This design comes from an exercise in tuning for small area on the open sky130 flow, not from production work. In this exercise RTL edits were held to simulation tests only and were not proved equivalent to the original. Power is estimated from default activity; no workload was simulated.

==> flow/design.v <==
`default_nettype none
package cpuPkg;
    localparam int regAddrWidth = 5;
    typedef enum logic [2:0] {
        opAdd = 3'd0,    
        opSub = 3'd1,    
        opAnd = 3'd2,
        opOr  = 3'd3,
        opXor = 3'd4,
        opSlt = 3'd5,    
        opSll = 3'd6,    
        opSrl = 3'd7     
    } aluOp;
endpackage
`default_nettype wire
`default_nettype none
package ctrlPkg;
    typedef enum logic [1:0] {
        fwdReg = 2'd0,   
        fwdWb  = 2'd1,   
        fwdMem = 2'd2    
    } fwdSel;
    typedef enum logic {srcAlu = 1'b0, srcMem = 1'b1} resultSrc;
endpackage
`default_nettype wire
`timescale 1ns/1ps
`default_nettype none
module execCore #(
    parameter int dataWidth = 18,
    parameter int pcWidth   = 9,
    parameter int memDepth  = 32
) (
    input  logic                            clk,
    input  logic                            rst,
    input  logic                            regWriteE,
    input  logic                            memWriteE,
    input  ctrlPkg::resultSrc               resultSrcE,
    input  logic                            aluSrcE,
    input  logic                            branchE,
    input  logic                            jumpE,
    input  logic                            flushE,
    input  cpuPkg::aluOp                    aluCtrlE,
    input  logic [dataWidth-1:0]            rd1E,
    input  logic [dataWidth-1:0]            rd2E,
    input  logic [dataWidth-1:0]            immE,
    input  logic [pcWidth-1:0]              pcE,
    input  logic [cpuPkg::regAddrWidth-1:0] rs1E,
    input  logic [cpuPkg::regAddrWidth-1:0] rs2E,
    input  logic [cpuPkg::regAddrWidth-1:0] rdE,
    output logic                            pcSrcE,
    output logic [pcWidth-1:0]              pcTargetE,
    output logic [dataWidth-1:0]            resultW,
    output logic [cpuPkg::regAddrWidth-1:0] rdW,
    output logic                            regWriteW
);
    localparam int addrWidth = $clog2(memDepth);
    localparam int levels    = $clog2(dataWidth);
    logic                            regWriteM;
    logic                            memWriteM;
    logic                            memHoldM;     
    ctrlPkg::resultSrc               resultSrcM;
    logic [cpuPkg::regAddrWidth-1:0] rdM;
    logic                            mValid;       
    logic [dataWidth-1:0]            aluResultM;
    logic [dataWidth-1:0]            writeDataM;
    logic memLive, wbLive;
    logic fwdAMem, fwdAWb, fwdBMem, fwdBWb;
    assign memLive = regWriteM && (rdM != '0);
    assign wbLive  = regWriteW && (rdW != '0);
    assign fwdAMem = memLive && (rdM == rs1E);
    assign fwdAWb  = !fwdAMem && wbLive && (rdW == rs1E);
    assign fwdBMem = memLive && (rdM == rs2E);
    assign fwdBWb  = !fwdBMem && wbLive && (rdW == rs2E);
    logic [dataWidth-1:0] srcA;
    logic [dataWidth-1:0] srcBFwd;   
    logic [dataWidth-1:0] srcB;
    assign srcA    = fwdAMem ? aluResultM : (fwdAWb ? resultW : rd1E);
    assign srcBFwd = fwdBMem ? aluResultM : (fwdBWb ? resultW : rd2E);
    assign srcB    = aluSrcE ? immE : srcBFwd;
    logic                 subtract;
    logic                 isSum;
    logic                 isSlt;
    logic [dataWidth-1:0] bAdd;
    logic [dataWidth-1:0] gen;           
    logic [dataWidth-1:0] prop;          
    logic [dataWidth-1:0] half;          
    logic [dataWidth-1:0] carryIn;
    logic [dataWidth-1:0] sum;
    logic                 lessThan;
    logic [3:0]           shamt;
    logic [dataWidth-1:0] shiftIn;
    logic [dataWidth-1:0] shifted;
    logic [dataWidth-1:0] otherResult;   
    logic [dataWidth-1:0] aluResultE;
    logic                 sumZero;
    logic                 zeroE;
    assign isSum    = (aluCtrlE == cpuPkg::opAdd) || (aluCtrlE == cpuPkg::opSub);
    assign isSlt    = (aluCtrlE == cpuPkg::opSlt);
    assign subtract = aluCtrlE[0] & ~aluCtrlE[1];    
    assign bAdd = srcB ^ {dataWidth{subtract}};
    assign gen  = srcA & bAdd;
    assign prop = srcA | bAdd;
    assign half = srcA ^ bAdd;
    logic [dataWidth-1:0] grpG [levels+1];
    logic [dataWidth-1:0] grpP [levels+1];
    always_comb begin
        grpG[0] = gen;
        grpP[0] = prop;
        grpG[0][0] = gen[0] | (prop[0] & subtract);
        for (int l = 1; l <= levels; l++) begin
            for (int i = 0; i < dataWidth; i++) begin
                if (i >= (1 << (l-1))) begin
                    grpG[l][i] = grpG[l-1][i] | (grpP[l-1][i] & grpG[l-1][i - (1 << (l-1))]);
                    grpP[l][i] = grpP[l-1][i] & grpP[l-1][i - (1 << (l-1))];
                end else begin
                    grpG[l][i] = grpG[l-1][i];
                    grpP[l][i] = grpP[l-1][i];
                end
            end
        end
        carryIn = {grpG[levels][dataWidth-2:0], subtract};
    end
    assign sum = half ^ carryIn;
    assign lessThan = (srcA[dataWidth-1] ^ srcB[dataWidth-1]) ? srcA[dataWidth-1] : sum[dataWidth-1];
    assign shamt = srcB[3:0];                     
    always_comb begin
        for (int i = 0; i < dataWidth; i++)
            shiftIn[i] = aluCtrlE[0] ? srcA[dataWidth-1-i] : srcA[i];
    end
    assign shifted = shiftIn << shamt;
    always_comb begin
        case (aluCtrlE)
            cpuPkg::opAnd: otherResult = gen;
            cpuPkg::opOr:  otherResult = prop;
            cpuPkg::opXor: otherResult = half;
            cpuPkg::opSll: otherResult = shifted;
            cpuPkg::opSrl: begin
                for (int i = 0; i < dataWidth; i++) otherResult[i] = shifted[dataWidth-1-i];
            end
            default: otherResult = '0;
        endcase
    end
    always_comb begin
        if (isSum)      aluResultE = sum;
        else if (isSlt) aluResultE = {{(dataWidth-1){1'b0}}, lessThan};
        else            aluResultE = otherResult;
    end
    assign sumZero = (half == {prop[dataWidth-2:0], subtract});
    always_comb begin
        if (isSum)      zeroE = sumZero;
        else if (isSlt) zeroE = ~lessThan;
        else            zeroE = (otherResult == '0);
    end
    assign pcSrcE    = (zeroE & branchE) | jumpE;
    assign pcTargetE = pcE + immE[pcWidth-1:0];   
    always_ff @(posedge clk or negedge rst) begin
        if (!rst) begin
            regWriteM  <= 1'b0;
            memWriteM  <= 1'b0;
            memHoldM   <= 1'b1;
            resultSrcM <= ctrlPkg::srcAlu;
            rdM        <= '0;
            mValid     <= 1'b0;
        end else begin
            regWriteM  <= regWriteE & ~flushE;
            memWriteM  <= memWriteE & ~flushE;
            memHoldM   <= ~(memWriteE & ~flushE);
            resultSrcM <= resultSrcE;
            rdM        <= rdE;
            mValid     <= 1'b1;
        end
    end
    always_ff @(posedge clk) begin
        aluResultM <= aluResultE;
        writeDataM <= srcBFwd;   
    end
    logic [dataWidth-1:0] mem [memDepth];
    logic                 memValid;
    logic [addrWidth-1:0] addrM;
    logic [memDepth-1:0]  wordSel;
    logic [memDepth-1:0]  wordWe;
    logic [memDepth-1:0]  wordHold;
    logic [dataWidth-1:0] memNext [memDepth];
    assign addrM = aluResultM[addrWidth-1:0];   
    always_comb begin
        for (int i = 0; i < memDepth; i++) begin
            wordSel[i]  = (addrM == i[addrWidth-1:0]);
            wordWe[i]   = memWriteM & wordSel[i];
            wordHold[i] = memHoldM | (memValid & ~wordSel[i]);
            memNext[i]  = (mem[i] & {dataWidth{wordHold[i]}}) | (writeDataM & {dataWidth{wordWe[i]}});
        end
    end
    always_ff @(posedge clk) begin
        for (int i = 0; i < memDepth; i++) mem[i] <= memNext[i];
    end
    always_ff @(posedge clk or negedge rst) begin
        if (!rst) memValid <= 1'b0;
        else      memValid <= memValid | memWriteM;
    end
    localparam int nTerms  = memDepth + 1;
    localparam int nGroups = nTerms / 3;
    logic [dataWidth-1:0] termVal [nTerms];
    logic [nTerms-1:0]    termSel;
    logic [dataWidth-1:0] groupN [nGroups];    
    logic [dataWidth-1:0] resultM;
    always_comb begin
        for (int i = 0; i < memDepth; i++) begin
            termVal[i] = mem[i];
            termSel[i] = wordSel[i] & memValid & resultSrcM;
        end
        termVal[memDepth] = aluResultM;
        termSel[memDepth] = mValid & ~resultSrcM;
    end
    for (genvar k = 0; k < nGroups; k++) begin : gRead
        for (genvar j = 0; j < dataWidth; j++) begin : gBit
            aoi222 term (
                .a0(termVal[3*k][j]),   .s0(termSel[3*k]),
                .a1(termVal[3*k+1][j]), .s1(termSel[3*k+1]),
                .a2(termVal[3*k+2][j]), .s2(termSel[3*k+2]),
                .y (groupN[k][j])
            );
        end
    end
    always_comb begin
        for (int j = 0; j < dataWidth; j++) begin
            resultM[j] = 1'b0;
            for (int k = 0; k < nGroups; k++) resultM[j] = resultM[j] | ~groupN[k][j];
        end
    end
    always_ff @(posedge clk or negedge rst) begin
        if (!rst) begin
            regWriteW <= 1'b0;
            rdW       <= '0;
            resultW   <= '0;
        end else begin
            regWriteW <= regWriteM;
            rdW       <= rdM;
            resultW   <= resultM;
        end
    end
endmodule
module aoi222 (
    input  logic a0, s0, a1, s1, a2, s2,
    output logic y
);
    assign y = ~((a0 & s0) | (a1 & s1) | (a2 & s2));
endmodule
`default_nettype wire
export LEC_CHECK = 0
export CAP_MARGIN = 20
export CORE_MARGIN = 2
export CORE_UTILIZATION = 50
export SLEW_MARGIN = 20
export SYNTH_HIERARCHICAL = 1
create_clock -name core_clock -period 9.3 [get_ports {clk}]
standard.sh (not shown) runs the stock make flow with config.mk's settings and CLKGATE_MAP_FILE= SYNTH_SCRIPT=/design/flow/synth_recipe.tcl, a recipe that flattens the netlist after the stock synthesis.
==> flow/flow/run.sh <==
#!/bin/bash
# Standard synthesis, then the standard layout with the smallest buffer on
# each port, a clock tree of clkbuf_8 leaves over larger sink clusters without
# dummy loads.
# Each call's full output goes to its own log here.
set -euo pipefail
bash standard.sh synth > synth.log 2>&1
bash standard.sh \
  "BUFFER_PORTS_ARGS=-buffer_cell sky130_fd_sc_hd__buf_1" \
  "CTS_ARGS=-sink_clustering_enable -repair_clock_nets -dont_use_dummy_load -buf_list sky130_fd_sc_hd__clkbuf_8 -root_buf sky130_fd_sc_hd__clkbuf_16 -sink_clustering_size 18 -sink_clustering_max_diameter 70" \
  finish > layout.log 2>&1
Rerun with:
--- a/flow/design.v
+++ b/flow/design.v
@@ -57,7 +57,6 @@
     localparam int levels    = $clog2(dataWidth);
     logic                            regWriteM;
     logic                            memWriteM;
-    logic                            memHoldM;     
     ctrlPkg::resultSrc               resultSrcM;
     logic [cpuPkg::regAddrWidth-1:0] rdM;
     logic                            mValid;       
@@ -157,14 +156,12 @@
         if (!rst) begin
             regWriteM  <= 1'b0;
             memWriteM  <= 1'b0;
-            memHoldM   <= 1'b1;
             resultSrcM <= ctrlPkg::srcAlu;
             rdM        <= '0;
             mValid     <= 1'b0;
         end else begin
             regWriteM  <= regWriteE & ~flushE;
             memWriteM  <= memWriteE & ~flushE;
-            memHoldM   <= ~(memWriteE & ~flushE);
             resultSrcM <= resultSrcE;
             rdM        <= rdE;
             mValid     <= 1'b1;
@@ -181,13 +178,20 @@
     logic [memDepth-1:0]  wordWe;
     logic [memDepth-1:0]  wordHold;
     logic [dataWidth-1:0] memNext [memDepth];
+    logic                 clearAll;
     assign addrM = aluResultM[addrWidth-1:0];   
+    assign clearAll = memWriteM & ~memValid;
     always_comb begin
         for (int i = 0; i < memDepth; i++) begin
             wordSel[i]  = (addrM == i[addrWidth-1:0]);
             wordWe[i]   = memWriteM & wordSel[i];
-            wordHold[i] = memHoldM | (memValid & ~wordSel[i]);
-            memNext[i]  = (mem[i] & {dataWidth{wordHold[i]}}) | (writeDataM & {dataWidth{wordWe[i]}});
+            wordHold[i] = ~(wordWe[i] | clearAll);
+        end
+    end
+    for (genvar i = 0; i < memDepth; i++) begin : gWord
+        for (genvar j = 0; j < dataWidth; j++) begin : gBit
+            ao22 next (.a0(mem[i][j]), .s0(wordHold[i]), .a1(writeDataM[j]), .s1(wordWe[i]),
+                       .y(memNext[i][j]));
         end
     end
     always_ff @(posedge clk) begin
@@ -239,6 +243,12 @@
         end
     end
 endmodule
+module ao22 (
+    input  logic a0, s0, a1, s1,
+    output logic y
+);
+    assign y = (a0 & s0) | (a1 & s1);
+endmodule
 module aoi222 (
     input  logic a0, s0, a1, s1, a2, s2,
     output logic y
After rerunning:
- die area decreases by about 3%
- clock-buffer cell count does not change
- via count increases by about 1.4%
- power increases by 1.7%
- core utilization increases by 2.4 points
- register-to-register slack gets better by 0.80 ns
- hold slack gets worse by 0.046 ns
- area after synthesis decreases by about 3%
- clock skew increases by 0.0090 ns
- cell area increases by about 1.6%
- flip-flop and latch count decreases by 1
- setup slack gets worse by 0.057 ns

* * *

Another version of the RTL of execCore (not shown whole).
Size: roughly 2900 cells after synthesis, ~29000 sq um of cells after synthesis.
==> module aluUnit, before the edit <==
module aluUnit #(
    parameter int dataWidth = 18
) (
    input  logic [dataWidth-1:0] a,
    input  logic [dataWidth-1:0] b,
    input  cpuPkg::aluOp         op,
    output logic [dataWidth-1:0] result,
    output logic                 zero
);
    logic                 subtract;
    logic                 isSum;
    logic                 isSlt;
    logic [dataWidth-1:0] bAdd;
    logic [dataWidth-1:0] sum;
    logic                 lessThan;
    logic [3:0]           shamt;
    logic [dataWidth-1:0] shiftIn;
    logic [dataWidth-1:0] shifted;
    logic [dataWidth-1:0] otherResult;   
    logic [dataWidth-1:0] sumXor;
    logic [dataWidth-1:0] sumCarry;      
    logic                 sumZero;
    assign isSum = (op == cpuPkg::opAdd) || (op == cpuPkg::opSub);
    assign isSlt = (op == cpuPkg::opSlt);
    assign subtract = op[0] & ~op[1];             
    assign bAdd     = b ^ {dataWidth{subtract}};
    logic [dataWidth-1:0] gen, prop, carryIn;
    logic [dataWidth-1:0] grpG [6];
    logic [dataWidth-1:0] grpP [6];
    assign gen  = a & bAdd;
    assign prop = a | bAdd;
    always_comb begin
        grpG[0] = gen;
        grpP[0] = prop;
        grpG[0][0] = gen[0] | (prop[0] & subtract);
        for (int l = 1; l < 6; l++) begin
            for (int i = 0; i < dataWidth; i++) begin
                if (i >= (1 << (l-1))) begin
                    grpG[l][i] = grpG[l-1][i] | (grpP[l-1][i] & grpG[l-1][i - (1 << (l-1))]);
                    grpP[l][i] = grpP[l-1][i] & grpP[l-1][i - (1 << (l-1))];
                end else begin
                    grpG[l][i] = grpG[l-1][i];
                    grpP[l][i] = grpP[l-1][i];
                end
            end
        end
        carryIn = {grpG[5][dataWidth-2:0], subtract};
    end
    assign sum = (prop & ~gen) ^ carryIn;
    assign lessThan = (a[dataWidth-1] ^ b[dataWidth-1]) ? a[dataWidth-1] : sum[dataWidth-1];
    assign shamt = b[3:0];                        
    always_comb begin
        for (int i = 0; i < dataWidth; i++)
            shiftIn[i] = op[0] ? a[dataWidth-1-i] : a[i];
    end
    assign shifted = shiftIn << shamt;
    always_comb begin
        case (op)
            cpuPkg::opAnd: otherResult = a & b;
            cpuPkg::opOr:  otherResult = a | b;
            cpuPkg::opXor: otherResult = a ^ b;
            cpuPkg::opSll: otherResult = shifted;
            cpuPkg::opSrl: begin
                for (int i = 0; i < dataWidth; i++) otherResult[i] = shifted[dataWidth-1-i];
            end
            default: otherResult = '0;
        endcase
    end
    always_comb begin
        if (isSum)      result = sum;
        else if (isSlt) result = {{(dataWidth-1){1'b0}}, lessThan};
        else            result = otherResult;
    end
    assign sumXor   = a ^ bAdd;
    assign sumCarry = {a[dataWidth-2:0] | bAdd[dataWidth-2:0], subtract};
    assign sumZero  = (sumXor == sumCarry);
    always_comb begin
        if (isSum)      zero = sumZero;
        else if (isSlt) zero = ~lessThan;
        else            zero = (otherResult == '0);
    end
endmodule
==> module memWriteback, before the edit <==
module memWriteback #(
    parameter int dataWidth = 18,
    parameter int memDepth  = 32
) (
    input  logic                            clk,
    input  logic                            rst,
    input  logic                            mValid,
    input  logic                            regWriteM,
    input  logic                            memWriteM,
    input  logic                            memHoldM,
    input  ctrlPkg::resultSrc               resultSrcM,
    input  logic [cpuPkg::regAddrWidth-1:0] rdM,
    input  logic [dataWidth-1:0]            aluResultM,
    input  logic [dataWidth-1:0]            writeDataM,
    output logic [dataWidth-1:0]            resultW,
    output logic [cpuPkg::regAddrWidth-1:0] rdW,
    output logic                            regWriteW
);
    localparam int addrWidth = $clog2(memDepth);
    logic [dataWidth-1:0] mem [memDepth];
    logic [memDepth-1:0]  written;
    logic [addrWidth-1:0] addrM;
    logic [memDepth-1:0]  wordSel;
    logic [memDepth-1:0]  readSel;
    logic [dataWidth-1:0] resultM;
    assign addrM = aluResultM[addrWidth-1:0];   
    always_comb begin
        for (int i = 0; i < memDepth; i++) begin
            wordSel[i] = (addrM == i[addrWidth-1:0]);
            readSel[i] = wordSel[i] & written[i] & resultSrcM;
        end
    end
    logic [memDepth-1:0]  wordWe;
    logic [memDepth-1:0]  wordHold;
    logic [dataWidth-1:0] memNext [memDepth];
    always_comb begin
        for (int i = 0; i < memDepth; i++) begin
            wordWe[i]   = memWriteM & wordSel[i];
            wordHold[i] = memHoldM | ~wordSel[i];
            memNext[i]  = (mem[i] & {dataWidth{wordHold[i]}}) | (writeDataM & {dataWidth{wordWe[i]}});
        end
    end
    always_ff @(posedge clk) begin
        for (int i = 0; i < memDepth; i++) mem[i] <= memNext[i];
    end
    always_ff @(posedge clk or negedge rst) begin
        if (!rst) written <= '0;
        else      written <= written | wordWe;
    end
    always_comb begin
        resultM = aluResultM & {dataWidth{mValid & ~resultSrcM}};
        for (int i = 0; i < memDepth; i++) begin
            resultM = resultM | (mem[i] & {dataWidth{readSel[i]}});
        end
    end
    always_ff @(posedge clk or negedge rst) begin
        if (!rst) begin
            regWriteW <= 1'b0;
            rdW       <= '0;
            resultW   <= '0;
        end else begin
            regWriteW <= regWriteM;
            rdW       <= rdM;
            resultW   <= resultM;
        end
    end
endmodule
export LEC_CHECK = 0
export CAP_MARGIN = 20
export CORE_MARGIN = 2
export CORE_UTILIZATION = 40
export SLEW_MARGIN = 20
create_clock -name core_clock -period 9.3 [get_ports {clk}]
run.sh (not shown) runs the stock make flow with config.mk's settings and CLKGATE_MAP_FILE= SYNTH_SCRIPT=/design/flow/synth_recipe.tcl, a recipe that flattens the netlist after the stock synthesis.
Stock flow here: none of the scripts above is used.
Then changed:
--- a/flow/design.v
+++ b/flow/design.v
@@ -31,79 +31,80 @@
     input  logic [dataWidth-1:0] a,
     input  logic [dataWidth-1:0] b,
     input  cpuPkg::aluOp         op,
     output logic [dataWidth-1:0] result,
     output logic                 zero
 );
+    localparam int levels = $clog2(dataWidth);
     logic                 subtract;
     logic                 isSum;
     logic                 isSlt;
     logic [dataWidth-1:0] bAdd;
+    logic [dataWidth-1:0] gen;           
+    logic [dataWidth-1:0] prop;          
+    logic [dataWidth-1:0] half;          
+    logic [dataWidth-1:0] carryIn;
     logic [dataWidth-1:0] sum;
     logic                 lessThan;
     logic [3:0]           shamt;
     logic [dataWidth-1:0] shiftIn;
     logic [dataWidth-1:0] shifted;
     logic [dataWidth-1:0] otherResult;   
-    logic [dataWidth-1:0] sumXor;
-    logic [dataWidth-1:0] sumCarry;      
     logic                 sumZero;
-    assign isSum = (op == cpuPkg::opAdd) || (op == cpuPkg::opSub);
-    assign isSlt = (op == cpuPkg::opSlt);
+    assign isSum    = (op == cpuPkg::opAdd) || (op == cpuPkg::opSub);
+    assign isSlt    = (op == cpuPkg::opSlt);
     assign subtract = op[0] & ~op[1];             
-    assign bAdd     = b ^ {dataWidth{subtract}};
-    logic [dataWidth-1:0] gen, prop, carryIn;
-    logic [dataWidth-1:0] grpG [6];
-    logic [dataWidth-1:0] grpP [6];
+    assign bAdd = b ^ {dataWidth{subtract}};
     assign gen  = a & bAdd;
     assign prop = a | bAdd;
+    assign half = a ^ bAdd;
+    logic [dataWidth-1:0] grpG [levels+1];
+    logic [dataWidth-1:0] grpP [levels+1];
     always_comb begin
         grpG[0] = gen;
         grpP[0] = prop;
         grpG[0][0] = gen[0] | (prop[0] & subtract);
-        for (int l = 1; l < 6; l++) begin
+        for (int l = 1; l <= levels; l++) begin
             for (int i = 0; i < dataWidth; i++) begin
                 if (i >= (1 << (l-1))) begin
                     grpG[l][i] = grpG[l-1][i] | (grpP[l-1][i] & grpG[l-1][i - (1 << (l-1))]);
                     grpP[l][i] = grpP[l-1][i] & grpP[l-1][i - (1 << (l-1))];
                 end else begin
                     grpG[l][i] = grpG[l-1][i];
                     grpP[l][i] = grpP[l-1][i];
                 end
             end
         end
-        carryIn = {grpG[5][dataWidth-2:0], subtract};
+        carryIn = {grpG[levels][dataWidth-2:0], subtract};
     end
-    assign sum = (prop & ~gen) ^ carryIn;
+    assign sum = half ^ carryIn;
     assign lessThan = (a[dataWidth-1] ^ b[dataWidth-1]) ? a[dataWidth-1] : sum[dataWidth-1];
     assign shamt = b[3:0];                        
     always_comb begin
         for (int i = 0; i < dataWidth; i++)
             shiftIn[i] = op[0] ? a[dataWidth-1-i] : a[i];
     end
     assign shifted = shiftIn << shamt;
     always_comb begin
         case (op)
-            cpuPkg::opAnd: otherResult = a & b;
-            cpuPkg::opOr:  otherResult = a | b;
-            cpuPkg::opXor: otherResult = a ^ b;
+            cpuPkg::opAnd: otherResult = gen;
+            cpuPkg::opOr:  otherResult = prop;
+            cpuPkg::opXor: otherResult = half;
             cpuPkg::opSll: otherResult = shifted;
             cpuPkg::opSrl: begin
                 for (int i = 0; i < dataWidth; i++) otherResult[i] = shifted[dataWidth-1-i];
             end
             default: otherResult = '0;
         endcase
     end
     always_comb begin
         if (isSum)      result = sum;
         else if (isSlt) result = {{(dataWidth-1){1'b0}}, lessThan};
         else            result = otherResult;
     end
-    assign sumXor   = a ^ bAdd;
-    assign sumCarry = {a[dataWidth-2:0] | bAdd[dataWidth-2:0], subtract};
-    assign sumZero  = (sumXor == sumCarry);
+    assign sumZero = (half == {prop[dataWidth-2:0], subtract});
     always_comb begin
         if (isSum)      zero = sumZero;
         else if (isSlt) zero = ~lessThan;
         else            zero = (otherResult == '0);
     end
 endmodule
@@ -244,45 +245,39 @@
     output logic [dataWidth-1:0]            resultW,
     output logic [cpuPkg::regAddrWidth-1:0] rdW,
     output logic                            regWriteW
 );
     localparam int addrWidth = $clog2(memDepth);
     logic [dataWidth-1:0] mem [memDepth];
-    logic [memDepth-1:0]  written;
+    logic                 memValid;
     logic [addrWidth-1:0] addrM;
     logic [memDepth-1:0]  wordSel;
-    logic [memDepth-1:0]  readSel;
-    logic [dataWidth-1:0] resultM;
-    assign addrM = aluResultM[addrWidth-1:0];   
-    always_comb begin
-        for (int i = 0; i < memDepth; i++) begin
-            wordSel[i] = (addrM == i[addrWidth-1:0]);
-            readSel[i] = wordSel[i] & written[i] & resultSrcM;
-        end
-    end
     logic [memDepth-1:0]  wordWe;
     logic [memDepth-1:0]  wordHold;
     logic [dataWidth-1:0] memNext [memDepth];
+    logic [dataWidth-1:0] resultM;
+    assign addrM = aluResultM[addrWidth-1:0];   
     always_comb begin
         for (int i = 0; i < memDepth; i++) begin
+            wordSel[i]  = (addrM == i[addrWidth-1:0]);
             wordWe[i]   = memWriteM & wordSel[i];
-            wordHold[i] = memHoldM | ~wordSel[i];
+            wordHold[i] = memHoldM | (memValid & ~wordSel[i]);
             memNext[i]  = (mem[i] & {dataWidth{wordHold[i]}}) | (writeDataM & {dataWidth{wordWe[i]}});
         end
     end
     always_ff @(posedge clk) begin
         for (int i = 0; i < memDepth; i++) mem[i] <= memNext[i];
     end
     always_ff @(posedge clk or negedge rst) begin
-        if (!rst) written <= '0;
-        else      written <= written | wordWe;
+        if (!rst) memValid <= 1'b0;
+        else      memValid <= memValid | memWriteM;
     end
     always_comb begin
         resultM = aluResultM & {dataWidth{mValid & ~resultSrcM}};
         for (int i = 0; i < memDepth; i++) begin
-            resultM = resultM | (mem[i] & {dataWidth{readSel[i]}});
+            resultM = resultM | (mem[i] & {dataWidth{wordSel[i] & memValid & resultSrcM}});
         end
     end
     always_ff @(posedge clk or negedge rst) begin
         if (!rst) begin
             regWriteW <= 1'b0;
             rdW       <= '0;
Effect: Clock power shrinks by a few percent; register-to-register slack gets better by 0.70 ns; die area shrinks by a few percent; setup slack gets worse by 0.22 ns; via count shrinks by a few percent; final area shrinks by a few percent; global-route usage grows by 1.6 points; maximum frequency shrinks by a few percent.

==> what the ideal ports hide <==
No port has a modelled driver above. Below, the same layouts with a new extraction and two added sets of constraints. Step 1, drivers: a clkbuf_16 drives clk and a buf_2 each remaining input, both assumed. Step 2 times the ports against the registers' clock, not the clock port: input delays grow and output delays shrink by t, the midpoint of the rising clock arrivals with the driver on. a / b / c = ideal ports / drivers / drivers and shift; a / b = the first two.
| run | t, ns | slack for setup (ns) | clock arrival spread, ns | worst register clock-pin slew, ns |
|---|---|---|---|---|
| the first run of note 1 | 0.611 | 0.599 / 0.566 / 0.566 | 0.090 / 0.089 | 0.12 / 0.12 |
| the second run of note 1 | 0.602 | 0.541 / 0.509 / 0.509 | 0.099 / 0.099 | 0.12 / 0.12 |
| the first run of note 2 | 0.670 | 0.307 / 0.277 / 0.277 | 0.037 / 0.037 | 0.07 / 0.07 |
| the second run of note 2 | 0.684 | 0.088 / 0.065 / 0.065 | 0.033 / 0.032 | 0.07 / 0.07 |
After both steps every run listed still meets setup and hold. The setup slack of the first run of note 1, which loses most, moves by -0.033 ns with the drivers and by -0.033 ns with both steps.
